Context: an optimization exercise on an open-source flow, tuned for small area, a short achievable clock period and few clock cycles. The choices shown serve that exercise and are no tape-out recipe.
RTL that was checked went through simulation tests only; none was proved equivalent to the original.
Function not checked in runs 1 to 6: the RTL went through the layout flow alone.
Power and IR drop assume default switching activity.

**flow/design.v**
```verilog
`default_nettype none
package tsp_pkg;
	localparam logic [7:0] char_cr = 8'h0d;
	localparam logic [7:0] char_lf = 8'h0a;
	localparam logic [7:0] char_zero = 8'h30;
	localparam logic [7:0] char_nine = 8'h39;
	localparam logic [7:0] char_d = 8'h44;
	localparam logic [7:0] char_n = 8'h4e;
	localparam logic [7:0] char_e = 8'h45;
	localparam logic [7:0] char_o = 8'h4f;
	typedef enum logic [1:0] {
		ps_prolog      = 2'd0,
		ps_coordinates = 2'd1,
		ps_busy        = 2'd2
	} parse_state_t;
	localparam int coord_bits_default = 16;
	localparam int node_addr_bits_default = 4;
endpackage
`default_nettype wire
`timescale 1ns/10ps
`default_nettype none
module tsp_top #(
	parameter int coord_bits = tsp_pkg::coord_bits_default,
	parameter int node_addr_bits = tsp_pkg::node_addr_bits_default
) (
	input  wire                                clk,
	input  wire                                rst,
	input  wire  [7:0]                         specdata,
	input  wire                                has_specdata,
	output logic                               ready_to_read,
	output logic [coord_bits+node_addr_bits:0] tour_length,
	output logic                               tour_valid
);
	localparam int len_bits = coord_bits + node_addr_bits + 1;
	localparam int lo_bits = 11;
	localparam int hi_bits = len_bits - lo_bits;
	localparam logic [2:0] st_hdr_start = 3'd0;  
	localparam logic [2:0] st_hdr_n     = 3'd1;  
	localparam logic [2:0] st_hdr_skip  = 3'd2;  
	localparam logic [2:0] st_hdr_no    = 3'd3;  
	localparam logic [2:0] st_coord     = 3'd4;  
	localparam logic [2:0] st_eof       = 3'd5;  
	logic take;
	logic b_v;          
	logic b_digit;
	logic b_cr;
	logic b_n;
	logic b_o;
	logic b_e;
	logic [3:0] b_d;
	assign take = has_specdata & ready_to_read;
	always_ff @(posedge clk) begin
		if (rst) begin
			ready_to_read <= 1'b0;
			b_v <= 1'b0;
		end else begin
			ready_to_read <= 1'b1;
			b_v <= take && specdata != tsp_pkg::char_lf;
		end
	end
	always_ff @(posedge clk) begin
		b_digit <= (specdata >= tsp_pkg::char_zero) && (specdata <= tsp_pkg::char_nine);
		b_cr <= specdata == tsp_pkg::char_cr;
		b_n <= specdata == tsp_pkg::char_n;
		b_o <= specdata == tsp_pkg::char_o;
		b_e <= specdata == tsp_pkg::char_e;
		b_d <= specdata[3:0];
	end
	logic [2:0] state;
	logic in_num;
	logic [1:0] field_cnt;
	logic first;
	logic close_x;
	logic close_y;
	logic [coord_bits-1:0] acc_s;
	logic [coord_bits-1:0] acc_c;
	logic [coord_bits-1:0] r;
	logic [coord_bits-1:0] fa;
	logic [coord_bits-1:0] fb;
	logic digit;
	logic field_close;
	logic data_leg;
	logic leg;
	logic eof_cr;
	logic in_num_next;
	logic [coord_bits-1:0] row1_a, row1_b, row1_c, row1_s, row1_k;
	logic [coord_bits-1:0] row2_c, row2_s, row2_k;
	assign row1_a = {acc_s[coord_bits-2:0], 1'b0};
	assign row1_b = {acc_c[coord_bits-2:0], 1'b0};
	assign row1_c = {acc_s[coord_bits-4:0], b_d[2:0]};
	assign row1_s = row1_a ^ row1_b ^ row1_c;
	assign row1_k = {(row1_a[coord_bits-2:0] & row1_b[coord_bits-2:0]) |
		(row1_a[coord_bits-2:0] & row1_c[coord_bits-2:0]) |
		(row1_b[coord_bits-2:0] & row1_c[coord_bits-2:0]), 1'b0};
	assign row2_c = {acc_c[coord_bits-4:1], b_d[3], 3'b000};
	assign row2_s = row1_s ^ row1_k ^ row2_c;
	assign row2_k = {(row1_s[coord_bits-2:0] & row1_k[coord_bits-2:0]) |
		(row1_s[coord_bits-2:0] & row2_c[coord_bits-2:0]) |
		(row1_k[coord_bits-2:0] & row2_c[coord_bits-2:0]), 1'b0};
	assign digit = b_v && b_digit && state == st_coord;
	assign field_close = b_v && !b_digit && in_num;
	assign data_leg = state == st_coord && field_close && field_cnt != 2'd0;
	assign leg = data_leg || close_x || close_y;
	assign eof_cr = state == st_eof && b_v && b_cr;
	assign in_num_next = b_v ? digit : in_num;
	always_ff @(posedge clk) begin
		if (rst) begin
			state <= st_hdr_start;
			in_num <= 1'b0;
			field_cnt <= '0;
			first <= 1'b1;
			close_x <= 1'b0;
			close_y <= 1'b0;
		end else begin
			in_num <= in_num_next;
			close_x <= eof_cr;
			close_y <= close_x;
			if (close_y)
				first <= 1'b1;
			else if (data_leg && field_cnt == 2'd2)
				first <= 1'b0;
			if (b_v) begin
				if (field_close)
					field_cnt <= field_cnt + 2'd1;
				if (b_cr)
					field_cnt <= '0;
				case (state)
					st_hdr_start:
						if (b_cr)
							state <= st_hdr_start;
						else if (b_n)
							state <= st_hdr_n;
						else
							state <= st_hdr_skip;
					st_hdr_n:
						if (b_cr)
							state <= st_hdr_start;
						else if (b_o)
							state <= st_hdr_no;
						else
							state <= st_hdr_skip;
					st_hdr_skip:
						if (b_cr)
							state <= st_hdr_start;
					st_hdr_no:
						if (b_cr)
							state <= st_coord;
					st_coord:
						if (b_e)
							state <= st_eof;
					default:
						if (b_cr)
							state <= st_hdr_start;
				endcase
			end
		end
	end
	always_ff @(posedge clk) begin
		if (digit) begin
			acc_s <= row2_s;
			acc_c <= row2_k;
		end else if (!in_num_next) begin
			acc_s <= (eof_cr || close_x) ? fa : '0;
			acc_c <= '0;
		end
		r <= acc_s + acc_c;
	end
	logic leg2;
	logic first2;
	logic [coord_bits-1:0] pa;
	logic [coord_bits-1:0] pb;
	logic [coord_bits:0] diff;
	always_ff @(posedge clk) begin
		if (rst)
			leg2 <= 1'b0;
		else
			leg2 <= leg;
	end
	always_ff @(posedge clk) begin
		first2 <= first && data_leg;
		if (leg2) begin
			pa <= pb;
			pb <= r;
		end
		if (first2)
			fb <= r;
		if (first2 || eof_cr)
			fa <= fb;
	end
	assign diff = {1'b0, r} - {1'b0, pa};
	logic [coord_bits-1:0] mag;
	logic neg;
	logic leg3;
	logic zero3;
	logic carry;
	logic [lo_bits-1:0] total_lo;
	logic [hi_bits-1:0] total_hi;
	logic [lo_bits:0] sum_lo;
	logic [3:0] done_q;
	always_ff @(posedge clk) begin
		if (rst) begin
			leg3 <= 1'b0;
			done_q <= '0;
			tour_valid <= 1'b0;
		end else begin
			leg3 <= leg2;
			done_q <= {done_q[2:0], close_y};
			tour_valid <= done_q[2];
		end
	end
	always_ff @(posedge clk) begin
		mag <= diff[coord_bits-1:0] ^ {coord_bits{diff[coord_bits]}};
		neg <= diff[coord_bits];
		zero3 <= first2;
	end
	assign sum_lo = {1'b0, total_lo} + {1'b0, mag[lo_bits-1:0]} + (lo_bits+1)'(neg);
	always_ff @(posedge clk) begin
		if (leg3 && zero3) begin
			total_lo <= '0;
			total_hi <= '0;
			carry <= 1'b0;
		end else begin
			if (leg3)
				total_lo <= sum_lo[lo_bits-1:0];
			carry <= leg3 && sum_lo[lo_bits];
			total_hi <= total_hi + (leg3 ? hi_bits'(mag[coord_bits-1:lo_bits]) : '0) + hi_bits'(carry);
		end
	end
	assign tour_length = {total_hi, total_lo};
endmodule
`default_nettype wire
```
**flow/run.sh**
```bash
#!/bin/bash
# synth_recipe.tcl (not shown) runs the flow's synth.tcl, then flattens the netlist and writes it again
# the make line also repeats each setting of config.mk as NAME=value (left out here)
make -C /OpenROAD-flow-scripts/flow DESIGN_CONFIG=/design/flow/config.mk WORK_HOME=/design/flow/orfs CLKGATE_MAP_FILE= SYNTH_SCRIPT=/design/flow/synth_recipe.tcl finish
```
**flow/config.mk**
```make
export PLATFORM = sky130hd
export DESIGN_NAME = tsp_top
export DESIGN_NICKNAME = tsp_top
export VERILOG_FILES = /design/flow/design.v
export SDC_FILE = /design/flow/constraint.sdc
export NUM_CORES = 4
export LEC_CHECK = 0
export CAP_MARGIN = 20
export CORE_MARGIN = 2
export CORE_UTILIZATION = 40
export SLEW_MARGIN = 20
```
**flow/constraint.sdc**
```tcl
create_clock -name core_clock -period 5.0 [get_ports {clk}]
set_input_delay 1.0000 -clock core_clock [delete_from_list [all_inputs] [get_ports {clk}]]
set_output_delay 1.0000 -clock core_clock [all_outputs]
set_load 0.01 [all_outputs]
```
==> results of run 1 <==
[registers in the layout (all words and copies together), names as in the netlist, 4 cells and up]
register	cells
fb	16
total_hi	10
fa	16
pa	16
acc_c	13
b_d	4
mag	16
total_lo	11
r	16
pb	16
acc_s	16
[layout make-up]
cell class                      instances  share of cell area (%)
Multi-Input combinational cell        411                   35.40
Sequential cell                       176                   48.10
Timing Repair Buffer                   38                   3.972
Tap cell                              265                   3.581
Clock inverter                         13                   1.581
Inverter                               58                   2.351
Clock buffer                           19                   5.013
[per-layer routing]
metal	vias to the layer above	track usage, %
li1	2409	-
met1	2329	19.26
met2	87	21.14
met3	19	3.197
met4	0	5.441
met5	-	0
[final timing paths]
path / from / end / slack, ns / cells past startpoint
hold reg to reg: pb[12]$_DFFE_PP_ / pa[12]$_DFFE_PP_ / 0.42 / 0
hold / removal: pb[12]$_DFFE_PP_ / pa[12]$_DFFE_PP_ / 0.42 / 0
setup / recovery: r[0]$_DFF_P_ / mag[12]$_DFF_P_ / 2.01 / 10
setup reg to reg: r[0]$_DFF_P_ / mag[12]$_DFF_P_ / 2.01 / 10
[logic make-up after synthesis]
logic type | after synthesis | share of synthesized area (%)
AND/OR/NAND/NOR | 156 | 9.736
adder cells (fa/ha/maj) | 77 | 14.56
AO/OA/AOI/OAI | 126 | 10.86
buffers and inverters | 69 | 3.422
XOR/XNOR | 52 | 5.782
flip-flops | 176 | 55.63
[cell usage in the layout (no fill, tap or decap), types with 5 or more instances in the layout]
cell	synthesis	routed
clkbuf_16	0	18
a21oi_1	32	32
xnor2_1	37	37
o21ai_0	23	23
buf_4	0	5
nand2_1	32	32
nor2b_1	18	18
nor3_1	13	13
o22ai_1	6	6
o21a_1	8	8
edfxtp_1	93	93
a22o_1	14	14
clkdlybuf4s50_1	0	33
inv_1	58	58
xor2_1	14	14
nor2_1	45	45
fa_1	27	27
a21o_1	11	11
ha_1	50	50
dfxtp_1	83	83
or2_2	5	5
and2_1	17	17
[metrics by stage]
step / worst slack, ns / hold WS, ns
2_1_floorplan: 2.394 / 0.3740
3_3_place_gp: 2.155 / 0.4006
3_5_place_dp: 2.001 / 0.4045
4_1_cts: 1.988 / 0.4209
5_1_grt: 1.734 / 0.4231
6_report: 2.009 / 0.4187
[report_power, final]
group	switching [mW]	leakage [nW]	total, mW	internal [mW]
Combinational	0.0651	1.94	0.139	0.0742
Sequential	0.0144	1.62	1.54	1.52
Clock	0.565	0.298	1.35	0.788
Total	0.644	3.86	3.03	2.39
==> flow_metrics.tcl, run 1 <==
set metrics [dict create \
    routed_wl_um 13780 \
    numPlacedInstances 948 \
    cellPowerDensity_nw_per_um2 327.2 \
    numCtsBuffers 17 \
    wl_met3_um 422 \
    clk_pin_slew_ns 0.07 \
    crit_required_ns 5.31 \
    syn_to_final_growth_pct 15.66 \
    power.total_mw 3.030 \
    critPathMaxFanout 14 \
    synth-edff-count 93 \
    first_pass_iters 4 \
    max_freq_mhz 334.3 \
    wirelength_met1_um 6818 \
    netlist_area_um2 8006 \
    post_cts_buffers 0 \
    design_area_um2 9260 \
    synth_top_area_cell "edfxtp_1" \
    drc 0 \
    crit_top_cell "inv_1" \
    ys_top_cells_by_count "edfxtp_1, dfxtp_1, inv_1, ha_1, nor2_1" \
    dieHeight_um 145.5 \
    cap_violations 0 \
    worstSetupPathType "flop to flop" \
    crit_chain "inv_1, ha_1, fa_1, nand2b_1, a21oi_1, o41a_1, a41o_1, a211o_1, inv_1, xnor2_1" \
    clock_skew_ns 0.01300 \
    hold_path_class "flop to flop" \
    postCtsHoldBufs 0 \
    worstPathArrival_ns 3.30 \
    synth_flop_cell "edfxtp_1" \
    period_needed_ns 2.991 \
    chipWidth_um 145.5 \
    vias_per_cell 4.943 \
    setup_violations 0 \
    grt_pass1_vias 4761 \
    grt_first_pass_wirelength_um 23690 \
    synth_area_leaders "edfxtp_1, dfxtp_1, ha_1" \
    crit_family "compound AO/OA/AOI/OAI gates" \
    setup_tns_ns 0 \
    start_util_pct 41.00 \
    io_pins 34 \
    leakage_nw 3.864 \
    gr-usage-all-layers_pct 13.86 \
    fillers 1770 \
    die_area_um2 21160 \
    slew_headroom_pct 47.39 \
    wire_per_inst_um 14.06 \
    ys_seq_area_share_pct 55.63 \
    async_reset_ff_share_pct 0 \
    portBuffers 33 \
    hold_viol_final 0 \
    cp_slowest_cell "a211o_1" \
    synth_cells 656 \
    worst-path-buf-inv 2 \
    ant_nets 0 \
    drt-initial-drc-count 295 \
    synth_seq_cells 176 \
    fin_cells 980 \
    fin_crit_sh_pct 59.83 \
    end_kind "flop" \
    final_core_util_pct 47.42 \
    multiInputGateArea_um2 3278 \
    yosysWarnings 1 \
    antenna_found_initial 0 \
    nets 790 \
    synthesis.nets 744 \
    outcome "finished clean" \
    place.gp.congestion 0.8646 \
    num_vias 4844 \
    post-synth-top-count-cell "edfxtp_1" \
    peakVddDrop_uv 188.1 \
    clk_path_buf_depth 2 \
    diodes 0 \
    grt_setup_unrepaired "false" \
    final-max-slew-violation-count 0 \
    top_layer_used "met4" \
    synth_cell_type_count 51 \
    final_layout_size_suffix_gt1_share_pct 6.294 \
    grt_overflow 0 \
    crit_path_start_kind "flop" \
    grt_max_degree 34 \
    syn-mean-instance-area_um2 12.20 \
    cts_tree "built" \
    worst_slew_pin_slew_ns 0.7881 \
    placed_area_um2 8650 \
    core.rowCount 51 \
    htree_levels 4 \
    seq_area_um2 4454 \
    met2_length_um 6269 \
    root_buffer "clkbuf_16" \
    synth_top_area_share_pct 34.88 \
    dp_hpwl_um 9995 \
    clkLatencyLatePin_ns 0.43 \
    core_um2 19530 \
    cts_resized 0 \
    clock-sinks 176 \
    slowest_delay_ns 0.58 \
]
==> run 2, diff against run 1 <==
--- a/flow/config.mk
+++ b/flow/config.mk
@@ -8,4 +8,6 @@
 export CAP_MARGIN = 20
 export CORE_MARGIN = 2
 export CORE_UTILIZATION = 40
+export CTS_BUF_LIST = sky130_fd_sc_hd__clkbuf_4 sky130_fd_sc_hd__clkbuf_8
+export SETUP_SLACK_MARGIN = 2.6
 export SLEW_MARGIN = 20
==> run 2 against run 1 <==
Compared with the run above:
- worst hold slack better by 0.0057 ns
- wire length increased by 3.0%
- highest routed layer unchanged
- area after synthesis is the same
- non-clock buffer count is 19 higher
- clock power down 31%
- combinational power rose by 7%
- critical endpoint is now r[13]$_DFF_P_
- sequential share of layout area down 0.56 points
- still clean on timing, DRC and antenna
- first-iteration DRC count rose by 11%
- cell area rose by 1.5%
- register-to-register slack improved by 0.60 ns
==> flow_metrics.tcl, run 2 <==
set metrics [dict create \
    syn-mean-instance-area_um2 12.20 \
    postCtsHoldBufs 0 \
    leakage_nw 4.011 \
    fillers 1772 \
    dieHeight_um 145.5 \
    nets 809 \
    vias_per_cell 4.901 \
    min_from "pb[7]$_DFFE_PP_" \
    final_cell_mix "edfxtp_1, dfxtp_1, inv_1, nor2_1, ha_1" \
    cts_tree "built" \
    seq_area_um2 4468 \
    critPathMaxFanout 3 \
    synth_area_leaders "edfxtp_1, dfxtp_1, ha_1" \
    fin_cells 999 \
    place.gp.congestion 0.7960 \
    hold_viol_final 0 \
    ant_nets 0 \
    fin_crit_sh_pct 47.82 \
    worst_slew_pin_slew_ns 0.8306 \
    ys_seq_area_share_pct 55.63 \
    cap_violations 0 \
    num_vias 4896 \
    synth_xor_area_share_pct 5.782 \
    final_core_util_pct 48.14 \
    synth_cell_type_count 51 \
    final-max-slew-violation-count 0 \
    routed_wl_um 14190 \
    yosys-mux-area-fraction_pct 0 \
    r2r_end "r[13]$_DFF_P_" \
    power.total_mw 2.616 \
    io_pins 34 \
    multiInputGateArea_um2 3463 \
    wirelength_met1_um 6927 \
    clock_skew_ns 0.01483 \
    r2r_start "acc_s[3]$_DFFE_PP_" \
    dp_hpwl_um 9834 \
    synthesis.nets 744 \
    period_needed_ns 2.391 \
    hold_slack_ns 0.4244 \
    synth_seq_cells 176 \
    crit_required_ns 5.39 \
    htree_levels 4 \
    synth_top_family_by_area "adder cells" \
    gr-usage-all-layers_pct 13.90 \
    end_kind "flop" \
    cp_slowest_cell "edfxtp_1" \
    reg2reg_setup_slack_ns 2.61 \
    syn_to_final_growth_pct 17.39 \
    clk_pin_slew_ns 0.09 \
    netlist_area_um2 8006 \
    worstSetupPathType "flop to flop" \
    core_um2 19530 \
    antenna_found_initial 0 \
    synth_top_area_cell "edfxtp_1" \
    post-synth-top-count-cell "edfxtp_1" \
    portBuffers 33 \
    worstPathArrival_ns 2.78 \
    grt_max_degree 34 \
    synth-edff-count 93 \
    clkLatencyLatePin_ns 0.46 \
    diodes 0 \
    grt_pass1_vias 4837 \
    wl_met3_um 507 \
    first_pass_iters 6 \
    met2_length_um 6512 \
    synth_compound_area_share_pct 10.86 \
    setup_violations 0 \
    grt_overflow 0 \
    grt_first_pass_wirelength_um 23570 \
    top_layer_used "met4" \
    wire_per_inst_um 14.21 \
    worst_r2r_path_depth 9 \
    crit_chain "ha_2, fa_2, a21o_1, a21oi_2, o21bai_1, a2111o_1, a31o_2, a21oi_2, xnor2_1" \
    ys_top_cells_by_count "edfxtp_1, dfxtp_1, inv_1, ha_1, nor2_1" \
    synth_cells 656 \
    max_freq_mhz 418.2 \
    drc 0 \
    die_area_um2 21160 \
    drt-initial-drc-count 327 \
    yosysWarnings 1 \
    peakVddDrop_uv 144.4 \
    root_buffer "clkbuf_8" \
    final_common_cell "edfxtp_1" \
    chipWidth_um 145.5 \
    synth_fa_ha_area_share_pct 14.56 \
    slowest_delay_ns 0.41 \
    crit_path_start_kind "flop" \
    grt_setup_unrepaired "true" \
    slew_headroom_pct 44.55 \
    outcome "finished clean" \
    core.rowCount 51 \
    clk_path_buf_depth 2 \
    synth_top_area_share_pct 34.88 \
    clock-sinks 176 \
    cellPowerDensity_nw_per_um2 278.3 \
    crit_top_cell "a21oi_2" \
    async_reset_ff_share_pct 0 \
    setup_tns_ns 0 \
    hold_path_class "flop to flop" \
    start_util_pct 41.00 \
    numCtsBuffers 17 \
    final_layout_size_suffix_gt1_share_pct 14.03 \
    whs_path_depth 0 \
    synth_flop_cell "edfxtp_1" \
    yosys.area_share.simple_pct 9.736 \
    numPlacedInstances 948 \
    min_to "pa[7]$_DFFE_PP_" \
]
## run 2: changes by cell type in the layout (fill, tap and decap cells not counted), moves of 5 or more
cell / previous run / this run
dlymetal6s2s_1: 0 / 6
a21oi_1: 32 / 27
ha_1: 50 / 45
clkbuf_8: 1 / 18
dfxtp_2: 0 / 5
dlygate4sd2_1: 0 / 15
fa_1: 27 / 21
dfxtp_1: 83 / 76
fa_2: 0 / 6
clkdlybuf4s50_1: 33 / 12
buf_4: 5 / 21
clkbuf_16: 18 / 1
## run 2: area by class of cell
class                           instances  area share [%]
Clock buffer                           20           2.796
Clock inverter                         12           1.132
Inverter                               58           2.316
Multi-Input combinational cell        411           36.85
Sequential cell                       176           47.54
Tap cell                              265           3.528
Timing Repair Buffer                   57           5.844
## run 2: how the worst max path moves through the flow
| stage | slack [ns] | startpoint | end |
|---|---|---|---|
| after detailed placement | 2.08 | r[0]$_DFF_P_ | mag[12]$_DFF_P_ |
| after global routing | 2.50 | acc_s[3]$_DFFE_PP_ | r[13]$_DFF_P_ |
| after CTS | 2.55 | neg$_DFF_P_ | total_lo[10]$_SDFFE_PP0P_ |
| after floorplan | 2.58 | leg3$_SDFF_PP0_ | total_hi[8]$_SDFF_PP0_ |
| after global placement | 2.16 | r[0]$_DFF_P_ | mag[12]$_DFF_P_ |
| final | 2.61 | acc_s[3]$_DFFE_PP_ | r[13]$_DFF_P_ |
## run 2: where the power goes
part           leakage (nW)  switching (mW)  internal [mW]
clock network         0.197           0.511          0.421
registers              1.63          0.0142           1.52
logic                  2.19          0.0734         0.0754
total                  4.01           0.598           2.02
## run 2: per-layer routing
metal | vias up | global-route usage, %
li1 | 2442 | -
met1 | 2348 | 18.69
met5 | - | 0
met2 | 91 | 21.75
met3 | 15 | 3.511
met4 | 0 | 5.392
## run 2: through the flow
step                      cell area (um^2)  setup slack (ns)
after floorplan                       8028             2.577
after global placement                8661             2.155
after detailed placement              8668             2.081
after CTS                             9144             2.554
after global routing                  9399             2.496
final                                 9399             2.609
## run 2: kinds of logic after synthesis
family | Yosys count
simple gates | 156
flops | 176
xor+xnor | 52
compound gates | 126
buf+inv | 69
fa+ha+maj | 77
## run 2: critical path, delay by kind of cell (launching register included)
family	cells	cell delay [ns]
fa+ha+maj	2	0.56
xor+xnor	1	0.12
flops	1	0.41
compound gates	6	1.23
## run 2: what timing repair did
action | 4_1_cts | 5_1_grt
buffers inserted | 9 | 9
gates resized for setup | 33 | 35
cloned | 0 | 1
pin swaps | 14 | 13
setup endpoints to repair | 34 | 27
==> run 3, diff against run 2 <==
--- a/flow/config.mk
+++ b/flow/config.mk
@@ -9,5 +9,5 @@
 export CORE_MARGIN = 2
 export CORE_UTILIZATION = 40
 export CTS_BUF_LIST = sky130_fd_sc_hd__clkbuf_4 sky130_fd_sc_hd__clkbuf_8
-export SETUP_SLACK_MARGIN = 2.6
+export SETUP_SLACK_MARGIN = 2.3
 export SLEW_MARGIN = 20
==> run 3 against run 2 <==
Compared with the run above:
- still clean on timing, DRC and antenna
- synthesized cell count unchanged
- flip-flop and latch count unchanged
- register-to-register slack worse by 0.20 ns
- die area unchanged
- final cell count down 1.4%
- highest routed layer unchanged
==> flow_metrics.tcl, run 3 <==
set metrics [dict create \
    portBuffers 33 \
    cts_tree "built" \
    place.gp.congestion 0.8646 \
    hold_path_class "flop to flop" \
    final_layout_size_suffix_gt1_share_pct 7.917 \
    whs_path_depth 0 \
    max_freq_mhz 385.8 \
    crit_required_ns 5.40 \
    grt_overflow 0 \
    start_util_pct 41.00 \
    antenna_found_initial 0 \
    wire_per_inst_um 14.04 \
    root_buffer "clkbuf_8" \
    drt-initial-drc-count 359 \
    yosys.area_share.simple_pct 9.736 \
    power.share.clock_pct 38.3 \
    power.total_mw 2.719 \
    chipWidth_um 145.5 \
    postCtsHoldBufs 0 \
    syn_to_final_growth_pct 14.38 \
    cap_violations 0 \
    synth_seq_cells 176 \
    critPathMaxFanout 3 \
    seqPwrFrac_pct 56.5 \
    ys_seq_area_share_pct 55.63 \
    clkLatencyLatePin_ns 0.47 \
    final_cell_mix "edfxtp_1, dfxtp_1, inv_1, ha_1, nor2_1" \
    synth_top_area_cell "edfxtp_1" \
    io_pins 34 \
    cellPowerDensity_nw_per_um2 297.0 \
    ant_nets 0 \
    final_common_cell "edfxtp_1" \
    fin_crit_sh_pct 51.85 \
    core_um2 19530 \
    hold_slack_ns 0.4221 \
    netlist_area_um2 8006 \
    clock_skew_ns 0.01074 \
    fin_cells 985 \
    async_reset_ff_share_pct 0 \
    worstPathArrival_ns 2.99 \
    switching_power_mw 0.6058 \
    yosysWarnings 1 \
    nets 795 \
    period_needed_ns 2.592 \
    worst_slew_pin_slew_ns 0.7911 \
    core.rowCount 51 \
    clock-sinks 176 \
    p_int_mw 2.114 \
    dp_hpwl_um 9995 \
    final-max-slew-violation-count 0 \
    numCtsBuffers 17 \
    synth_top_family_by_area "adder cells" \
    diodes 0 \
    synth_area_leaders "edfxtp_1, dfxtp_1, ha_1" \
    clk_path_buf_depth 2 \
    htree_levels 4 \
    num_vias 4867 \
    end_kind "flop" \
    grt_pass1_vias 4774 \
    routed_wl_um 13830 \
    numPlacedInstances 948 \
    synth_flop_cell "edfxtp_1" \
    synth_top_area_share_pct 34.88 \
    vias_per_cell 4.941 \
    yosys-mux-area-fraction_pct 0 \
    synth_compound_area_share_pct 10.86 \
    peakVddDrop_uv 148.6 \
    synth_cell_type_count 51 \
    hold_viol_final 0 \
    slew_headroom_pct 47.19 \
    dieHeight_um 145.5 \
    synthesis.nets 744 \
    outcome "finished clean" \
    setup_tns_ns 0 \
    clk_pin_slew_ns 0.09 \
    grt_first_pass_wirelength_um 23680 \
    leakage_nw 3.805 \
    pwr-share-comb_pct 5.2 \
    worst_r2r_path_depth 9 \
    synth_xor_area_share_pct 5.782 \
    die_area_um2 21160 \
    synth-edff-count 93 \
    drc 0 \
    synth_fa_ha_area_share_pct 14.56 \
    syn-mean-instance-area_um2 12.20 \
    setup_violations 0 \
    first_pass_iters 5 \
    switching_share_pct 22.28 \
    worstSetupPathType "flop to flop" \
    grt_setup_unrepaired "true" \
    gr-usage-all-layers_pct 14.00 \
    synth_cells 656 \
    post-synth-top-count-cell "edfxtp_1" \
    ys_top_cells_by_count "edfxtp_1, dfxtp_1, inv_1, ha_1, nor2_1" \
    grt_max_degree 34 \
    crit_path_start_kind "flop" \
]
==> run 3: cell counts after synthesis <==
No cell type changed its count.
==> run 3: worst paths after layout <==
kind | endpoint | from | slack [ns]
max | r[13]$_DFF_P_ | acc_s[3]$_DFFE_PP_ | 2.41
min | pa[12]$_DFFE_PP_ | pb[12]$_DFFE_PP_ | 0.42
max reg2reg | r[13]$_DFF_P_ | acc_s[3]$_DFFE_PP_ | 2.41
min reg2reg | pa[12]$_DFFE_PP_ | pb[12]$_DFFE_PP_ | 0.42
==> run 3: logic make-up after synthesis <==
group	count (synthesis)
flip-flops	176
AND/OR/NAND/NOR	156
AO/OA/AOI/OAI	126
adder cells (fa/ha/maj)	77
buffers and inverters	69
XOR/XNOR	52
==> run 3: layout make-up <==
type / instances / area (um^2)
clock inverter: 14 / 176.4
fill: 1772 / 10370
timing repair buffer: 43 / 417.9
sequential: 176 / 4454
inverter: 58 / 217.7
multi-input combinational: 411 / 3312
clock buffer: 18 / 247.7
tap: 265 / 331.6
==> run 3: timing repair <==
item | 4_1_cts | 5_1_grt
pin swaps | 0 | 4
endpoints found under the setup margin | 17 | 18
gates cloned | 0 | 0
gates resized for setup | 3 | 7
setup buffers | 1 | 4
==> run 3: per-stage QoR <==
step / area, um^2 / worst slack, ns / util [%]
floorplan: 8006 / 2.394 / -
global placement: 8642 / 2.155 / 44.26
detailed placement: 8650 / 2.001 / 44.30
CTS: 9095 / 2.308 / 46.58
global route: 9158 / 2.282 / 46.90
finish: 9158 / 2.408 / 46.90
==> run 3: worst max-delay path, cell delays in order (launching register included) <==
cell and delay, ns:
edfxtp_1 0.42, ha_2 0.22, fa_1 0.39, a21o_1 0.21
a21oi_2 0.17, o21bai_1 0.11, a2111o_1 0.45, a31o_2 0.24
a21oi_1 0.19, xnor2_1 0.13
==> run 3: layer usage <==
metal	track usage, %	share of wire (%)
met5	0	0
met4	6.520	2.6
met3	3.386	4.1
met2	21.23	46
met1	19.01	48
==> run 3: power groups by stage <==
stage                     combinational, mW  clock, mW  sequential (mW)
final                                 0.142       1.04             1.54
after CTS                             0.140       1.08             1.54
after global routing                  0.159       1.13             1.54
after global placement                0.135          0             1.57
after detailed placement              0.139          0             1.57
after floorplan                      0.0750          0             1.58
==> run 4, diff against run 3 <==
--- a/flow/config.mk
+++ b/flow/config.mk
@@ -9,5 +9,7 @@
 export CORE_MARGIN = 2
 export CORE_UTILIZATION = 40
 export CTS_BUF_LIST = sky130_fd_sc_hd__clkbuf_4 sky130_fd_sc_hd__clkbuf_8
-export SETUP_SLACK_MARGIN = 2.3
+export CTS_CLUSTER_DIAMETER = 100
+export CTS_CLUSTER_SIZE = 40
+export SETUP_SLACK_MARGIN = 4.0
 export SLEW_MARGIN = 20
==> run 4 against run 3 <==
Compared with the run above:
- non-clock buffer count is 79 higher
- maximum frequency is 8.6% higher
- die area stayed put
- critical endpoint is now total_lo[10]$_SDFFE_PP0P_
==> flow_metrics.tcl, run 4 <==
set metrics [dict create \
    outcome "finished clean" \
    chipWidth_um 145.5 \
    final_common_cell "edfxtp_1" \
    slew_headroom_pct 71.98 \
    synth_seq_cells 176 \
    core.rowCount 51 \
    max_freq_mhz 419.0 \
    critPathMaxFanout 3 \
    antenna_found_initial 0 \
    place.gp.congestion 0.8392 \
    grt_overflow 0 \
    final-max-slew-violation-count 0 \
    drt-initial-drc-count 356 \
    gr-usage-all-layers_pct 15.59 \
    worstSetupPathType "flop to flop" \
    power.total_mw 2.727 \
    hold_viol_final 0 \
    start_util_pct 41.00 \
    routed_wl_um 16710 \
    portBuffers 33 \
    synthesis.nets 744 \
    yosysWarnings 1 \
    nets 881 \
    final_layout_size_suffix_gt1_share_pct 42.06 \
    hold_path_class "flop to flop" \
    synth_area_leaders "edfxtp_1, dfxtp_1, ha_1" \
    drc 0 \
    grt_setup_unrepaired "true" \
    peakVddDrop_uv 137.9 \
    fillers 1564 \
    synth-edff-count 93 \
    ys_top_cells_by_count "edfxtp_1, dfxtp_1, inv_1, ha_1, nor2_1" \
    syn-mean-instance-area_um2 12.20 \
    htree_levels 4 \
    grt_pass1_vias 5217 \
    clock_skew_ns 0.01278 \
    num_vias 5296 \
    postCtsHoldBufs 0 \
    hold_slack_ns 0.4165 \
    clk_path_buf_depth 2 \
    leakage_nw 4.472 \
    clk_pin_slew_ns 0.09 \
    worstPathArrival_ns 2.75 \
    dp_hpwl_um 9970 \
    end_kind "flop" \
    cap_violations 0 \
    worst_r2r_path_depth 10 \
    dieHeight_um 145.5 \
    final_cell_mix "edfxtp_1, buf_4, inv_1, dfxtp_1, buf_6" \
    setup_tns_ns 0 \
    first_pass_iters 5 \
    core_um2 19530 \
    vias_per_cell 4.945 \
    ys_seq_area_share_pct 55.63 \
    cts_tree "built" \
    io_pins 34 \
    crit_path_start_kind "flop" \
    grt_max_degree 34 \
    setup_violations 0 \
    seq_area_um2 4541 \
    ant_nets 0 \
    synth_cells 656 \
    numCtsBuffers 17 \
    crit_required_ns 5.37 \
    fin_crit_sh_pct 47.73 \
    root_buffer "clkbuf_8" \
    final_core_util_pct 55.20 \
    worst_slew_pin_slew_ns 0.4187 \
    synth_cell_type_count 51 \
    grt_first_pass_wirelength_um 26030 \
    clock-sinks 176 \
    syn_to_final_growth_pct 34.61 \
    synth_top_area_share_pct 34.88 \
    period_needed_ns 2.387 \
    wire_per_inst_um 15.61 \
    netlist_area_um2 8006 \
    die_area_um2 21160 \
    synth_flop_cell "edfxtp_1" \
    async_reset_ff_share_pct 0 \
    post-synth-top-count-cell "edfxtp_1" \
    synth_top_area_cell "edfxtp_1" \
    cellPowerDensity_nw_per_um2 253.0 \
    diodes 0 \
    whs_path_depth 0 \
    multiInputGateArea_um2 4101 \
    clkLatencyLatePin_ns 0.48 \
]
==> run 4: cell types whose count changed in the layout (fill, tap and decap cells not counted), sizes merged, moves of 2 or more <==
cell / delta
clkdlybuf4s50: -33
nand2: +3
clkbuf: +2
bufinv: -2
nor2: +2
buf: +110
==> run 4: layout make-up <==
type,instances,share of cell area (%)
repair buffers,122,11.06
inverters,58,2.124
clock inverters,12,1.173
flip-flops and latches,176,42.13
multi-input cells,418,38.05
well taps,265,3.076
clock buffers,20,2.380
==> run 4: power breakdown <==
| part | leakage (nW) | switching [mW] | internal [mW] |
|---|---|---|---|
| registers | 1.64 | 0.0148 | 1.52 |
| logic | 2.64 | 0.102 | 0.122 |
| clock network | 0.197 | 0.545 | 0.424 |
==> run 4: worst max-delay path, cell delays in order, from the launching register on <==
cell and delay, ns:
dfxtp_4 0.37, fa_2 0.40, inv_2 0.07, fa_2 0.22, nor2b_4 0.05, o21ai_4 0.15, a21oi_4 0.10, o31ai_4 0.24
a2111oi_4 0.12, or3_1 0.37, a41o_1 0.18
==> run 4: worst paths after layout <==
kind | from | end | slack [ns]
worst max-delay path | total_lo[0]$_SDFFE_PP0P_ | total_lo[10]$_SDFFE_PP0P_ | 2.61
worst min-delay path | pb[7]$_DFFE_PP_ | pa[7]$_DFFE_PP_ | 0.42
worst max register to register | total_lo[0]$_SDFFE_PP0P_ | total_lo[10]$_SDFFE_PP0P_ | 2.61
worst min register to register | pb[7]$_DFFE_PP_ | pa[7]$_DFFE_PP_ | 0.42
==> run 4: metal layers <==
metal | up-vias | share of wire (%) | global-route usage [%]
met5 | - | 0 | 0
met4 | 0 | 2.3 | 6.225
met3 | 31 | 4.2 | 3.197
met2 | 131 | 50 | 26.52
met1 | 2541 | 44 | 19.52
li1 | 2593 | - | -
==> run 4: cell families (layout without fill, tap and decap cells) <==
group	count (synthesis)	in the layout	synth area share [%]
flip-flops	176	176	55.63
AND/OR/NAND/NOR	156	163	9.736
AO/OA/AOI/OAI	126	126	10.86
adder cells (fa/ha/maj)	77	77	14.56
buffers and inverters	69	212	3.422
XOR/XNOR	52	52	5.782
==> run 4: stage by stage <==
step	instances	instance area, um^2	setup slack, ns
after floorplan	656	8467	2.674
after global placement	943	8976	2.282
after detailed placement	943	8976	2.222
after CTS	1047	10270	2.610
after global routing	1071	10780	2.518
final	1071	10780	2.613
==> run 4: repair_timing <==
action / 4_1_cts / 5_1_grt
cloned: 7 / 0
setup buffers: 65 / 24
setup endpoints to repair: 175 / 212
pin swaps: 72 / 44
gates resized for setup: 250 / 61
endpoints found under the hold margin: 0 / 0
==> run 5, diff against run 4 <==
--- a/flow/config.mk
+++ b/flow/config.mk
@@ -9,7 +9,5 @@
 export CORE_MARGIN = 2
 export CORE_UTILIZATION = 40
 export CTS_BUF_LIST = sky130_fd_sc_hd__clkbuf_4 sky130_fd_sc_hd__clkbuf_8
-export CTS_CLUSTER_DIAMETER = 100
-export CTS_CLUSTER_SIZE = 40
-export SETUP_SLACK_MARGIN = 4.0
+export SETUP_SLACK_MARGIN = 3.0
 export SLEW_MARGIN = 20
==> run 5 against run 4 <==
Compared with the run above:
- combinational power shrank 22%
- register-to-register slack got worse by 0.02 ns
- final cell count shrank 3.5%
- non-clock buffer count shrank 30
- largest cell class unchanged
- highest routed layer unchanged
==> flow_metrics.tcl, run 5 <==
set metrics [dict create \
    syn_to_final_growth_pct 22.46 \
    seqPwrFrac_pct 56.6 \
    cellPowerDensity_nw_per_um2 276.4 \
    routed_wl_um 15040 \
    nets 844 \
    grt_setup_unrepaired "true" \
    ys_seq_area_share_pct 55.63 \
    hold_viol_final 0 \
    synth_area_leaders "edfxtp_1, dfxtp_1, ha_1" \
    crit_top_cell "fa_2" \
    grt_overflow 0 \
    final_common_cell "edfxtp_1" \
    slew_headroom_pct 46.93 \
    netlist_area_um2 8006 \
    r2r_start "neg$_DFF_P_" \
    yosysWarnings 1 \
    whs_path_depth 0 \
    crit_start "neg$_DFF_P_" \
    chipWidth_um 145.5 \
    r2r_end "total_lo[10]$_SDFFE_PP0P_" \
    die_area_um2 21160 \
    drt-initial-drc-count 401 \
    numCtsBuffers 17 \
    hold_path_class "flop to flop" \
    async_reset_ff_share_pct 0 \
    root_buffer "clkbuf_8" \
    post-synth-top-count-cell "edfxtp_1" \
    min_from "pb[12]$_DFFE_PP_" \
    power.share.clock_pct 36.9 \
    design_area_um2 9804 \
    grt_pass1_vias 5228 \
    switching_power_mw 0.6107 \
    cp_slowest_cell "fa_2" \
    leakage_nw 4.167 \
    power.total_mw 2.710 \
    dieHeight_um 145.5 \
    crit_chain "fa_2, inv_2, fa_2, nor2b_4, o21ai_2, a21oi_2, o31ai_4, a2111oi_4, or3_1, a41o_1" \
    peakVddDrop_uv 158.8 \
    placed_area_um2 8750 \
    place.gp.congestion 0.8607 \
    crit_required_ns 5.35 \
    gr-usage-all-layers_pct 15.05 \
    clock-sinks 176 \
    synthesis.nets 744 \
    fin_crit_sh_pct 48.21 \
    ys_top_cells_by_count "edfxtp_1, dfxtp_1, inv_1, ha_1, nor2_1" \
    fillers 1722 \
    synth-edff-count 93 \
    vias_per_cell 5.011 \
    worst_r2r_path_depth 10 \
    period_needed_ns 2.411 \
    postCtsHoldBufs 0 \
    synth_top_area_cell "edfxtp_1" \
    worstPathArrival_ns 2.76 \
    hold_slack_ns 0.4184 \
    clkLatencyLatePin_ns 0.45 \
    worstSetupPathType "flop to flop" \
    cap_violations 0 \
    final_core_util_pct 50.21 \
    core.rowCount 51 \
    p_int_mw 2.099 \
    start_util_pct 41.00 \
    cts_tree "built" \
    clk_pin_slew_ns 0.09 \
    io_pins 34 \
    diodes 0 \
    drc 0 \
    critPathMaxFanout 2 \
    portBuffers 33 \
    grt_first_pass_wirelength_um 25650 \
    dp_hpwl_um 9900 \
    synth_cell_type_count 51 \
    synth_top_area_share_pct 34.88 \
    synth_flop_cell "edfxtp_1" \
    antenna_found_initial 0 \
    ant_nets 0 \
    num_vias 5181 \
    setup_tns_ns 0 \
    setup_violations 0 \
    worst_slew_pin_slew_ns 0.7949 \
    syn-mean-instance-area_um2 12.20 \
    min_to "pa[12]$_DFFE_PP_" \
    outcome "finished clean" \
    crit_path_start_kind "flop" \
    switching_share_pct 22.53 \
    htree_levels 4 \
    synth_cells 656 \
    clock_skew_ns 0.01017 \
    synth_seq_cells 176 \
    final-max-slew-violation-count 0 \
    grt_max_degree 34 \
    reg2reg_setup_slack_ns 2.59 \
    end_kind "flop" \
    clk_path_buf_depth 2 \
    pwr-share-comb_pct 6.5 \
    core_um2 19530 \
    max_freq_mhz 414.8 \
    final_cell_mix "edfxtp_1, dfxtp_1, inv_1, buf_4" \
    final_layout_size_suffix_gt1_share_pct 27.57 \
    wire_per_inst_um 14.54 \
    first_pass_iters 4 \
    slowest_delay_ns 0.40 \
]
==> run 5: cell types whose count changed in the layout (fill, tap and decap cells not counted), moves of 8 or more <==
| cell | previous run | this run |
|---|---|---|
| dfxtp_4 | 16 | 5 |
| fa_1 | 6 | 21 |
| buf_2 | 2 | 23 |
| buf_4 | 62 | 52 |
| nor3_1 | 5 | 13 |
| buf_6 | 46 | 4 |
| clkdlybuf4s50_1 | 0 | 10 |
| dfxtp_1 | 46 | 56 |
| nand2_1 | 22 | 30 |
| fa_2 | 21 | 6 |
==> run 5: worst max-delay path by stage <==
stage                                      endpoint  slack, ns  cells after the start
after floorplan                       r[13]$_DFF_P_       2.67                      9
final                     total_lo[10]$_SDFFE_PP0P_       2.59                     10
after CTS                             r[13]$_DFF_P_       2.63                      9
after global placement              mag[13]$_DFF_P_       2.29                      9
after detailed placement            mag[13]$_DFF_P_       2.26                      9
after global routing      total_lo[10]$_SDFFE_PP0P_       2.51                     10
==> run 5: through the flow <==
step                      worst slack (ns)  instances
after floorplan                      2.673        656
after global placement               2.288        946
after detailed placement             2.258        946
after CTS                            2.629       1017
after global routing                 2.514       1034
final                                2.589       1034
==> run 5: power by group through the flow <==
stage	clock network (mW)	logic, mW	registers (mW)
floorplan	0	0.0780	1.58
global placement	0	0.138	1.57
detailed placement	0	0.143	1.57
CTS	1.03	0.162	1.53
global route	1.09	0.193	1.54
finish	1.00	0.175	1.53
==> run 5: layout make-up <==
type	instances	area [um^2]	area share (%)
Multi-Input combinational cell	411	3631	37.03
Clock inverter	11	131.4	1.340
Timing Repair Buffer	92	713.2	7.274
Clock buffer	21	276.5	2.820
Inverter	58	220.2	2.246
Sequential cell	176	4501	45.90
Tap cell	265	331.6	3.382
==> run 5: critical path: cells and delay by family, from the launching register on <==
family          cells  cell delay, ns
compound gates      5            0.88
simple gates        2            0.38
flops               1            0.37
fa+ha+maj           2            0.62
buf+inv             1            0.07
==> run 5: repair_timing <==
item | 4_1_cts | 5_1_grt
pin swaps | 16 | 38
resized for setup | 141 | 41
endpoints found under the setup margin | 57 | 53
gates cloned | 1 | 0
setup buffers | 38 | 17
==> run 5: kinds of logic (layout without fill, tap and decap cells) <==
kind of cell / count (synthesis) / after routing / share of synthesized area, %
xor+xnor: 52 / 52 / 5.782
compound gates: 126 / 126 / 10.86
simple gates: 156 / 156 / 9.736
buf+inv: 69 / 182 / 3.422
fa+ha+maj: 77 / 77 / 14.56
flops: 176 / 176 / 55.63
==> run 5: per-layer routing <==
layer	part of all wire (%)	GRT usage (%)	vias to the layer above
li1	-	-	2512
met1	46	19.83	2540
met2	47	23.98	108
met3	4.1	3.135	21
met4	2.2	6.912	0
met5	0	0	-
==> run 6, diff against run 5 <==
--- a/flow/config.mk
+++ b/flow/config.mk
@@ -7,7 +7,8 @@
 export LEC_CHECK = 0
 export CAP_MARGIN = 20
 export CORE_MARGIN = 2
-export CORE_UTILIZATION = 40
+export CORE_UTILIZATION = 60
 export CTS_BUF_LIST = sky130_fd_sc_hd__clkbuf_4 sky130_fd_sc_hd__clkbuf_8
+export PLACE_DENSITY = 0.8
 export SETUP_SLACK_MARGIN = 3.0
 export SLEW_MARGIN = 20
==> run 6 against run 5 <==
Compared with the run above:
- clock skew up 0.0028 ns
- via count up 5.4%
- register-to-register slack worse by 0.02 ns
- global-route usage up 9.5 points
- sequential power about the same
- total power up 0.59%
- wire length up 13%
- combinational power about the same
- clock power about the same
- synthesized cell count unchanged
- critical path type unchanged
- largest cell class unchanged
==> flow_metrics.tcl, run 6 <==
set metrics [dict create \
    hold_slack_ns 0.4236 \
    postCtsHoldBufs 0 \
    crit_path_start_kind "flop" \
    grt_first_pass_wirelength_um 27220 \
    fillers 824 \
    nets 858 \
    dp_hpwl_um 10480 \
    design_area_um2 9762 \
    clk_path_buf_depth 2 \
    syn_to_final_growth_pct 21.93 \
    max_freq_mhz 410.9 \
    fin_crit_sh_pct 48.67 \
    fin_ws_ns 2.566 \
    hold_path_class "flop to flop" \
    grt_setup_unrepaired "true" \
    clock_skew_ns 0.01301 \
    wl_met3_um 724 \
    synth-edff-count 93 \
    switching_power_mw 0.6176 \
    post-synth-top-count-cell "edfxtp_1" \
    reg2reg_setup_slack_ns 2.57 \
    pwr-share-comb_pct 6.4 \
    final_cell_mix "edfxtp_1, buf_4, dfxtp_1, inv_1" \
    switching_share_pct 22.66 \
    synth_top_area_cell "edfxtp_1" \
    power.total_mw 2.726 \
    cts_tree "built" \
    final-max-slew-violation-count 0 \
    drt-initial-drc-count 381 \
    end_kind "flop" \
    leakage_nw 4.181 \
    place.gp.congestion 0.8479 \
    hold_viol_final 0 \
    placed_area_um2 8631 \
    worstPathArrival_ns 2.80 \
    clock-sinks 176 \
    gr-usage-all-layers_pct 24.51 \
    slew_headroom_pct 40.87 \
    multiInputGateArea_um2 3586 \
    grt_max_degree 34 \
    first_pass_iters 5 \
    ant_nets 0 \
    worst_slew_pin_slew_ns 0.8857 \
    numPlacedInstances 856 \
    worstSetupPathType "flop to flop" \
    fin_cells 959 \
    final_common_cell "edfxtp_1" \
    synth_area_leaders "edfxtp_1, dfxtp_1, ha_1" \
    peakVddDrop_uv 226.2 \
    crit_required_ns 5.36 \
    core_um2 13140 \
    clk_pin_slew_ns 0.10 \
    top_layer_used "met4" \
    syn-mean-instance-area_um2 12.20 \
    synth_cell_type_count 51 \
    synth_cells 656 \
    met2_length_um 8803 \
    numCtsBuffers 17 \
    ys_seq_area_share_pct 55.63 \
    ys_top_cells_by_count "edfxtp_1, dfxtp_1, inv_1, ha_1, nor2_1" \
    final_core_util_pct 74.30 \
    wirelength_met1_um 6969 \
    routed_wl_um 17030 \
    outcome "finished clean" \
    chipWidth_um 119.5 \
    drc 0 \
    grt_pass1_vias 5603 \
    core.rowCount 42 \
    antenna_found_initial 0 \
    seq_area_um2 4492 \
    post-place-ws_ns 2.259 \
    diodes 0 \
    p_int_mw 2.108 \
    num_vias 5459 \
    period_needed_ns 2.434 \
    htree_levels 4 \
    portBuffers 33 \
    root_buffer "clkbuf_8" \
    synth_flop_cell "edfxtp_1" \
    vias_per_cell 5.692 \
    setup_violations 0 \
    seqPwrFrac_pct 56.3 \
    grt_overflow 0 \
    die_area_um2 14280 \
    critPathMaxFanout 3 \
    clkLatencyLatePin_ns 0.47 \
    final_layout_size_suffix_gt1_share_pct 27.71 \
    wire_per_inst_um 17.75 \
    yosysWarnings 1 \
    synth_top_area_share_pct 34.88 \
    netlist_area_um2 8006 \
    synth_seq_cells 176 \
    cap_violations 0 \
    start_util_pct 60.94 \
    power.share.clock_pct 37.2 \
    cellPowerDensity_nw_per_um2 279.2 \
    synthesis.nets 744 \
    setup_tns_ns 0 \
    dieHeight_um 119.5 \
    async_reset_ff_share_pct 0 \
    io_pins 34 \
]
[run 6: cell counts after synthesis]
No cell type changed its count.
[run 6: what timing repair did]
| action | in CTS | in global routing |
|---|---|---|
| resized for setup | 151 | 29 |
| pin swaps | 34 | 39 |
| setup buffers | 52 | 18 |
| endpoints found under the setup margin | 72 | 52 |
| cloned | 1 | 0 |
[run 6: power groups by stage]
stage	Combinational (mW)	Sequential (mW)	Clock [mW]
floorplan	0.0780	1.58	0
global placement	0.137	1.57	0
detailed placement	0.143	1.57	0
CTS	0.162	1.53	1.01
global route	0.191	1.54	1.08
finish	0.175	1.54	1.02
[run 6: area by class of cell]
class                           count  area share [%]
Clock buffer                       18           2.474
Timing Repair Buffer              106           8.626
Inverter                           58           2.230
Sequential cell                   176           46.01
Clock inverter                     14           1.666
Multi-Input combinational cell    411           36.73
Tap cell                          176           2.256
[run 6: worst max-delay path: stages (launching register included)]
cell	delay, ns
dfxtp_2	0.37
fa_2	0.24
inv_2	0.05
fa_2	0.38
nor2b_4	0.14
o21ai_2	0.08
a21oi_2	0.27
o31ai_4	0.10
a2111oi_2	0.37
o21ai_1	0.14
a41o_1	0.20
[run 6: path summary, 6_finish.rpt]
check	startpoint	endpoint	depth (start not counted)
setup / recovery	neg$_DFF_P_	total_lo[10]$_SDFFE_PP0P_	10
setup reg to reg	neg$_DFF_P_	total_lo[10]$_SDFFE_PP0P_	10
hold reg to reg	fb[15]$_DFFE_PP_	fa[15]$_DFFE_PP_	0
hold / removal	fb[15]$_DFFE_PP_	fa[15]$_DFFE_PP_	0
[run 6: kinds of logic after synthesis]
logic type	Yosys count	synth area share, %
compound gates	126	10.86
xor+xnor	52	5.782
fa+ha+maj	77	14.56
buf+inv	69	3.422
flops	176	55.63
simple gates	156	9.736
[run 6: metal layers]
| metal | track usage, % | vias up |
|---|---|---|
| li1 | - | 2542 |
| met1 | 30.33 | 2722 |
| met2 | 41.25 | 151 |
| met3 | 6.036 | 44 |
| met4 | 10.37 | 0 |
| met5 | 0 | - |
==> run 7, diff against run 6 <==
--- a/flow/design.v
+++ b/flow/design.v
@@ -213,7 +213,11 @@
 		neg <= diff[coord_bits];
 		zero3 <= first2;
 	end
-	assign sum_lo = {1'b0, total_lo} + {1'b0, mag[lo_bits-1:0]} + (lo_bits+1)'(neg);
+	logic [lo_bits+1:0] sum_lo_x;
+	logic [hi_bits:0] sum_hi_x;
+	assign sum_lo_x = {1'b0, total_lo, 1'b1} + {1'b0, mag[lo_bits-1:0], neg};
+	assign sum_lo = sum_lo_x[lo_bits+1:1];
+	assign sum_hi_x = {total_hi, 1'b1} + {(leg3 ? hi_bits'(mag[coord_bits-1:lo_bits]) : '0), carry};
 	always_ff @(posedge clk) begin
 		if (leg3 && zero3) begin
 			total_lo <= '0;
@@ -223,7 +227,7 @@
 			if (leg3)
 				total_lo <= sum_lo[lo_bits-1:0];
 			carry <= leg3 && sum_lo[lo_bits];
-			total_hi <= total_hi + (leg3 ? hi_bits'(mag[coord_bits-1:lo_bits]) : '0) + hi_bits'(carry);
+			total_hi <= sum_hi_x[hi_bits:1];
 		end
 	end
 	assign tour_length = {total_hi, total_lo};
--- a/flow/config.mk
+++ b/flow/config.mk
@@ -7,8 +7,7 @@
 export LEC_CHECK = 0
 export CAP_MARGIN = 20
 export CORE_MARGIN = 2
-export CORE_UTILIZATION = 60
+export CORE_UTILIZATION = 40
 export CTS_BUF_LIST = sky130_fd_sc_hd__clkbuf_4 sky130_fd_sc_hd__clkbuf_8
-export PLACE_DENSITY = 0.8
-export SETUP_SLACK_MARGIN = 3.0
+export SETUP_SLACK_MARGIN = 2.6
 export SLEW_MARGIN = 20
==> run 7 against run 6 <==
Compared with the run above:
- largest power group unchanged
- critical path depth is 2 lower
- area after synthesis is 4.4% higher
- clock-buffer cell count down 1
- combinational power is 13% lower
==> flow_metrics.tcl, run 7 <==
set metrics [dict create \
    async_reset_ff_share_pct 0 \
    setup_tns_ns 0 \
    synth-edff-count 93 \
    crit_path_start_kind "flop" \
    core.rowCount 52 \
    cap_violations 0 \
    die_area_um2 22060 \
    placed_area_um2 8995 \
    grt_setup_unrepaired "false" \
    wire_per_inst_um 14.94 \
    drt-initial-drc-count 330 \
    final_layout_size_suffix_gt1_share_pct 11.97 \
    fillers 1828 \
    cts_tree "built" \
    worstPathArrival_ns 2.67 \
    first_pass_iters 10 \
    synth_cell_type_count 66 \
    power.share.clock_pct 37.0 \
    post-synth-top-count-cell "edfxtp_1" \
    clk_pin_slew_ns 0.10 \
    htree_levels 4 \
    core_um2 20360 \
    portBuffers 33 \
    synth_flop_cell "edfxtp_1" \
    synth_top_area_share_pct 33.42 \
    grt_pass1_vias 5326 \
    synth_top_area_cell "edfxtp_1" \
    grt_overflow 0 \
    switching_share_pct 24.81 \
    min_from "fb[8]$_DFFE_PP_" \
    syn-mean-instance-area_um2 12.22 \
    final-max-slew-violation-count 0 \
    place.gp.congestion 0.8885 \
    setup_violations 0 \
    crit_start "pa[0]$_DFFE_PP_" \
    peakVddDrop_uv 131.0 \
    cellPowerDensity_nw_per_um2 281.6 \
    io_pins 34 \
    syn_to_final_growth_pct 14.04 \
    slowest_delay_ns 0.41 \
    outcome "finished clean" \
    crit_required_ns 5.33 \
    hold_viol_final 0 \
    start_util_pct 41.04 \
    r2r_start "pa[0]$_DFFE_PP_" \
    crit_chain "ha_1, fa_2, nor2b_4, o31ai_4, a211o_2, a21oi_4, o22ai_4, xnor3_1" \
    dieHeight_um 148.5 \
    seq_area_um2 4466 \
    critPathMaxFanout 5 \
    cp_slowest_cell "edfxtp_1" \
    power.total_mw 2.684 \
    chipWidth_um 148.5 \
    synth_area_leaders "edfxtp_1, dfxtp_1, ha_1" \
    numCtsBuffers 17 \
    root_buffer "clkbuf_8" \
    leakage_nw 4.086 \
    multiInputGateArea_um2 3705 \
    clock_skew_ns 0.01568 \
    gr-usage-all-layers_pct 14.62 \
    clock-sinks 176 \
    vias_per_cell 5.112 \
    synthesis.nets 773 \
    ant_nets 0 \
    synth_seq_cells 176 \
    drc 0 \
    period_needed_ns 2.343 \
    hold_path_class "flop to flop" \
    end_kind "flop" \
    routed_wl_um 15270 \
    antenna_found_initial 0 \
    num_vias 5224 \
    diodes 0 \
    worst-path-buf-inv 0 \
    dp_hpwl_um 10960 \
    slew_headroom_pct 42.96 \
    pwr-share-comb_pct 5.7 \
    switching_power_mw 0.6659 \
    design_area_um2 9530 \
    grt_max_degree 34 \
    nets 828 \
    max_freq_mhz 426.7 \
    clk_path_buf_depth 2 \
    final_common_cell "edfxtp_1" \
    yosysWarnings 1 \
    clkLatencyLatePin_ns 0.45 \
    worstSetupPathType "flop to flop" \
    fin_crit_sh_pct 46.87 \
    netlist_area_um2 8357 \
    final_cell_mix "edfxtp_1, dfxtp_1, ha_1, inv_1, nor2_1" \
    seqPwrFrac_pct 57.3 \
    p_int_mw 2.018 \
    worst_slew_pin_slew_ns 0.8545 \
    grt_first_pass_wirelength_um 25600 \
    ys_top_cells_by_count "edfxtp_1, dfxtp_1, ha_1, inv_1, nor2_1" \
    ys_seq_area_share_pct 53.30 \
    crit_family "compound AO/OA/AOI/OAI gates" \
    synth_cells 684 \
]
-- run 7: cell types whose count changed after synthesis, moves of 6 or more --
cell,delta
nor3b_1,+6
a21oi_1,+7
xnor2_1,-10
xnor2_2,+8
inv_1,-15
nand3_1,+6
-- run 7: logic make-up after synthesis --
kind of cell	count (synthesis)	share of synthesized area (%)
flops	176	53.30
fa+ha+maj	78	13.92
buf+inv	57	2.740
simple gates	173	10.97
xor+xnor	49	6.273
mux	1	0.1198
compound gates	150	12.67
-- run 7: layer usage --
metal / vias to the layer above / part of all wire [%] / GRT usage, %
met3: 12 / 3.1 / 3.436
met1: 2539 / 48 / 19.07
li1: 2579 / - / -
met2: 94 / 48 / 23.96
met4: 0 / 0.84 / 5.190
met5: - / 0 / 0
-- run 7: final cells by class --
type                       count  share of cell area [%]
sequential                   176                   46.86
multi-input combinational    451                   38.87
timing repair buffer          46                   4.621
tap                          270                   3.545
clock buffer                  17                   2.455
inverter                      47                   1.851
clock inverter                15                   1.799
-- run 7: timing repair --
| item | CTS | global route |
|---|---|---|
| gates cloned | 0 | 0 |
| hold buffers | 0 | 0 |
| endpoints found under the setup margin | 32 | 26 |
| pin swaps | 1 | 0 |
| gates resized for setup | 23 | 13 |
| setup buffers | 2 | 8 |
-- run 7: metrics by stage --
step	cells	utilization (%)	worst slack (ns)	hold WS [ns]
finish	1022	46.80	2.657	0.4235
global route	1022	46.80	2.566	0.4306
CTS	1014	46.28	2.602	0.4247
detailed placement	980	44.17	2.308	0.4045
global placement	980	44.17	2.371	0.4005
floorplan	684	-	2.708	0.3740
-- run 7: power groups by stage --
| stage | clock network (mW) | registers, mW | logic (mW) |
|---|---|---|---|
| finish | 0.993 | 1.54 | 0.152 |
| global route | 1.09 | 1.54 | 0.167 |
| CTS | 1.03 | 1.54 | 0.153 |
| detailed placement | 0 | 1.57 | 0.158 |
| global placement | 0 | 1.57 | 0.154 |
| floorplan | 0 | 1.58 | 0.0897 |
-- run 7: final timing paths --
kind,to,slack (ns),cells after the start
min,fa[8]$_DFFE_PP_,0.42,0
max,mag[11]$_DFF_P_,2.66,8
max reg2reg,mag[11]$_DFF_P_,2.66,8
min reg2reg,fa[8]$_DFFE_PP_,0.42,0
-- run 7: worst register-to-register path, cell delays in order (launching register included) --
cell and delay, ns:
edfxtp_1 0.41, ha_1 0.21, fa_2 0.37, nor2b_4 0.16, o31ai_4 0.09, a211o_2 0.35
a21oi_4 0.17, o22ai_4 0.13, xnor3_1 0.34
Testbench counts of run 7, summed over its fixed seeds: cycles 19,607.
==> run 8, diff against run 7 <==
==> flow/flow/run.sh (new file) <==
#!/bin/bash
# Layout flow: the standard ORFS flow, with the port buffers inserted
# during global placement made from sky130_fd_sc_hd__buf_2 cells instead of
# the delay-cell buffers buffer_ports picks by default. Everything else is
# the standard flow (standard.sh), including its synthesis.
set -euo pipefail
export BUFFER_PORTS_ARGS="-buffer_cell sky130_fd_sc_hd__buf_2"
bash standard.sh > standard_flow.log 2>&1
==> flow/standard.sh (new file) <==
#!/bin/bash
# synth_recipe.tcl (not shown) runs the flow's synth.tcl, then flattens the netlist and writes it again
# the make line also repeats each setting of config.mk as NAME=value (left out here)
make -C /OpenROAD-flow-scripts/flow DESIGN_CONFIG=/design/flow/config.mk WORK_HOME=/design/flow/orfs CLKGATE_MAP_FILE= SYNTH_SCRIPT=/design/flow/synth_recipe.tcl "${@:-finish}"
--- a/flow/config.mk
+++ b/flow/config.mk
@@ -9,5 +9,7 @@
 export CORE_MARGIN = 2
 export CORE_UTILIZATION = 40
 export CTS_BUF_LIST = sky130_fd_sc_hd__clkbuf_4 sky130_fd_sc_hd__clkbuf_8
+export CTS_CLUSTER_DIAMETER = 100
+export CTS_CLUSTER_SIZE = 40
 export SETUP_SLACK_MARGIN = 2.6
 export SLEW_MARGIN = 20
removed: flow/run.sh
==> run 8 against run 7 <==
Compared with the run above:
- global-route usage is 0.19 points lower
- non-clock buffer count is 3 lower
- sequential share of layout area up 0.96 points
- still clean
- critical path depth rose by 1
- clock-buffer cell count is 1 higher
- utilization is 1.0 points lower
- clock power barely moved
- via count down 0.94%
==> flow_metrics.tcl, run 8 <==
set metrics [dict create \
    die_area_um2 22060 \
    cap_violations 0 \
    drc 0 \
    max_freq_mhz 425.5 \
    syn_to_final_growth_pct 11.50 \
    fin_cells 1019 \
    peakVddDrop_uv 183.4 \
    clk_pin_slew_ns 0.10 \
    ant_nets 0 \
    cts_tree "built" \
    antenna_found_initial 0 \
    whs_path_depth 0 \
    final_core_util_pct 45.75 \
    chipWidth_um 148.5 \
    slew_headroom_pct 44.15 \
    yosys-mux-area-fraction_pct 0.1198 \
    synth_cell_type_count 66 \
    final-max-slew-violation-count 0 \
    hold_path_class "flop to flop" \
    dieHeight_um 148.5 \
    gr-usage-all-layers_pct 14.44 \
    place.gp.congestion 0.8630 \
    synth_cells 684 \
    min_from "fb[15]$_DFFE_PP_" \
    io_pins 34 \
    synth_top_family_by_area "adder cells" \
    worstPathArrival_ns 2.68 \
    use_met3_pct 3.528 \
    synth-edff-count 93 \
    reg2reg_setup_slack_ns 2.65 \
    placed_area_um2 8830 \
    syn-mean-instance-area_um2 12.22 \
    r2r_start "r[0]$_DFF_P_" \
    nets 825 \
    use_met2_pct 23.26 \
    clk_path_buf_depth 2 \
    fillers 1853 \
    synth_flop_cell "edfxtp_1" \
    outcome "finished clean" \
    grt_setup_unrepaired "true" \
    portBuffers 33 \
    first_pass_iters 4 \
    fin_crit_sh_pct 47.00 \
    synth_area_leaders "edfxtp_1, dfxtp_1, ha_1" \
    end_kind "flop" \
    critPathMaxFanout 5 \
    setup_violations 0 \
    setup_tns_ns 0 \
    hold_slack_ns 0.4227 \
    numPlacedInstances 980 \
    final_layout_size_suffix_gt1_share_pct 14.82 \
    synth_compound_area_share_pct 12.67 \
    final_cell_mix "edfxtp_1, dfxtp_1, ha_1, inv_1, nor2_1" \
    hold_viol_final 0 \
    synth_top_area_share_pct 33.42 \
    drt-initial-drc-count 314 \
    grt_max_degree 34 \
    yosys.area_share.simple_pct 10.97 \
    netlist_area_um2 8357 \
    synth_top_area_cell "edfxtp_1" \
    final_common_cell "edfxtp_1" \
    core_um2 20360 \
    clock-sinks 176 \
    crit_required_ns 5.33 \
    async_reset_ff_share_pct 0 \
    start_util_pct 41.04 \
    htree_levels 4 \
    num_vias 5175 \
    worst_slew_pin_slew_ns 0.8365 \
    diodes 0 \
    dp_hpwl_um 10750 \
    post-synth-top-count-cell "edfxtp_1" \
    top_usage_layer "met2" \
    synth_seq_cells 176 \
    r2r_end "mag[11]$_DFF_P_" \
    yosysWarnings 1 \
    synthesis.nets 773 \
    grt_util_met1_pct 19.38 \
    core.rowCount 52 \
    grt_pass1_vias 5243 \
    worst_r2r_path_depth 9 \
    synth_xor_area_share_pct 6.273 \
    vias_per_cell 5.079 \
    grt_overflow 0 \
    cellPowerDensity_nw_per_um2 288.5 \
    worstSetupPathType "flop to flop" \
    numCtsBuffers 17 \
    leakage_nw 3.927 \
    clkLatencyLatePin_ns 0.45 \
    wire_per_inst_um 14.60 \
    crit_path_start_kind "flop" \
    synth_fa_ha_area_share_pct 13.92 \
    routed_wl_um 14880 \
    clock_skew_ns 0.01616 \
    root_buffer "clkbuf_8" \
    ys_top_cells_by_count "edfxtp_1, dfxtp_1, ha_1, inv_1, nor2_1" \
    design_area_um2 9318 \
    min_to "fa[15]$_DFFE_PP_" \
    period_needed_ns 2.350 \
    grt_first_pass_wirelength_um 25340 \
    ys_seq_area_share_pct 53.30 \
]
[run 8: cell types whose count changed in the layout (fill, tap and decap cells not counted), sizes merged]
| cell | previous run | this run |
|---|---|---|
| clkbuf | 17 | 18 |
| clkinvlp | 0 | 1 |
| clkdlybuf4s50 | 12 | 0 |
| dlygate4sd2 | 14 | 0 |
| buf | 13 | 43 |
| clkinv | 6 | 4 |
| dlymetal6s2s | 7 | 0 |
[run 8: how the worst max path moves through the flow]
stage                          startpoint         endpoint  cells past startpoint
after floorplan           pa[0]$_DFFE_PP_  mag[10]$_DFF_P_                      8
after global placement       r[0]$_DFF_P_  mag[10]$_DFF_P_                      9
after detailed placement     r[0]$_DFF_P_  mag[11]$_DFF_P_                      9
after CTS                    r[0]$_DFF_P_  mag[11]$_DFF_P_                      9
after global routing         r[0]$_DFF_P_  mag[11]$_DFF_P_                      9
final                        r[0]$_DFF_P_  mag[11]$_DFF_P_                      9
[run 8: area by class of cell]
cell class                      count  area (um^2)  area share [%]
Sequential cell                   176         4456           47.82
Tap cell                          270        337.8           3.626
Clock buffer                       18        247.7           2.659
Clock inverter                     14        163.9           1.759
Inverter                           47        176.4           1.893
Multi-Input combinational cell    451         3684           39.53
Timing Repair Buffer               43        252.7           2.712
[run 8: power breakdown]
group	switching [mW]	internal (mW)	total [mW]
clock network	0.574	0.437	1.01
logic	0.0785	0.0620	0.141
registers	0.0151	1.52	1.54
total	0.668	2.02	2.69
[run 8: cells by family after synthesis]
family,Yosys count
multiplexers,1
buffers and inverters,57
AO/OA/AOI/OAI,150
XOR/XNOR,49
adder cells (fa/ha/maj),78
flip-flops,176
AND/OR/NAND/NOR,173
[run 8: through the flow]
stage / setup WS [ns] / power (mW)
floorplan: 2.708 / 1.665
global placement: 2.371 / 1.705
detailed placement: 2.311 / 1.710
CTS: 2.615 / 2.727
global route: 2.574 / 2.811
finish: 2.650 / 2.689
[run 8: worst max-delay path: stages, from the launching register on]
cell	delay, ns
dfxtp_2	0.35
inv_1	0.06
ha_1	0.21
fa_2	0.37
nor2b_4	0.16
o31ai_4	0.09
a211o_2	0.35
a21oi_4	0.17
o22ai_4	0.12
xnor3_1	0.35
[run 8: metal layers]
layer / routed length (um) / vias to the layer above
met4: 234 / 0
met3: 515 / 18
li1: - / 2574
met2: 6975 / 95
met1: 7156 / 2488
met5: 0 / -
[run 8: repair_timing]
action	4_1_cts	5_1_grt
gates resized for setup	3	1
hold endpoints to repair	0	0
pin swaps	1	1
hold buffers	0	0
buffers inserted	2	5
endpoints found under the setup margin	15	18

==> re-timing with driven ports <==
The results above use ideal ports. As a check the final layouts listed here were re-extracted and re-timed, cells and wires unchanged. Step 1 sets driving cells, clkbuf_16 on the clock port and buf_2 on the other inputs (assumed; they add their load-dependent delay and slew). Step 2 adds t to the input delays and takes it off the output delays; t is the mean of the earliest and latest rising clock arrival at the registers after step 1. Input paths then give back, and output paths get back, about the clock's delay inside the block. a / b / c = ideal / step 1 / step 2; a / b = the first two.
run | shift t [ns] | setup slack, ns | worst register clock-pin slew, ns
run 1 | 0.463 | 2.009 / 2.009 / 2.009 | 0.07 / 0.07
run 2 | 0.488 | 2.609 / 2.609 / 2.609 | 0.09 / 0.09
run 3 | 0.497 | 2.408 / 2.408 / 2.408 | 0.09 / 0.09
run 4 | 0.510 | 2.613 / 2.613 / 2.613 | 0.10 / 0.10
run 5 | 0.488 | 2.589 / 2.589 / 2.589 | 0.09 / 0.09
run 6 | 0.498 | 2.566 / 2.566 / 2.566 | 0.10 / 0.10
run 7 | 0.480 | 2.657 / 2.641 / 2.657 | 0.10 / 0.10
run 8 | 0.480 | 2.650 / 2.650 / 2.650 | 0.11 / 0.11
After both steps every run listed still meets setup and hold.
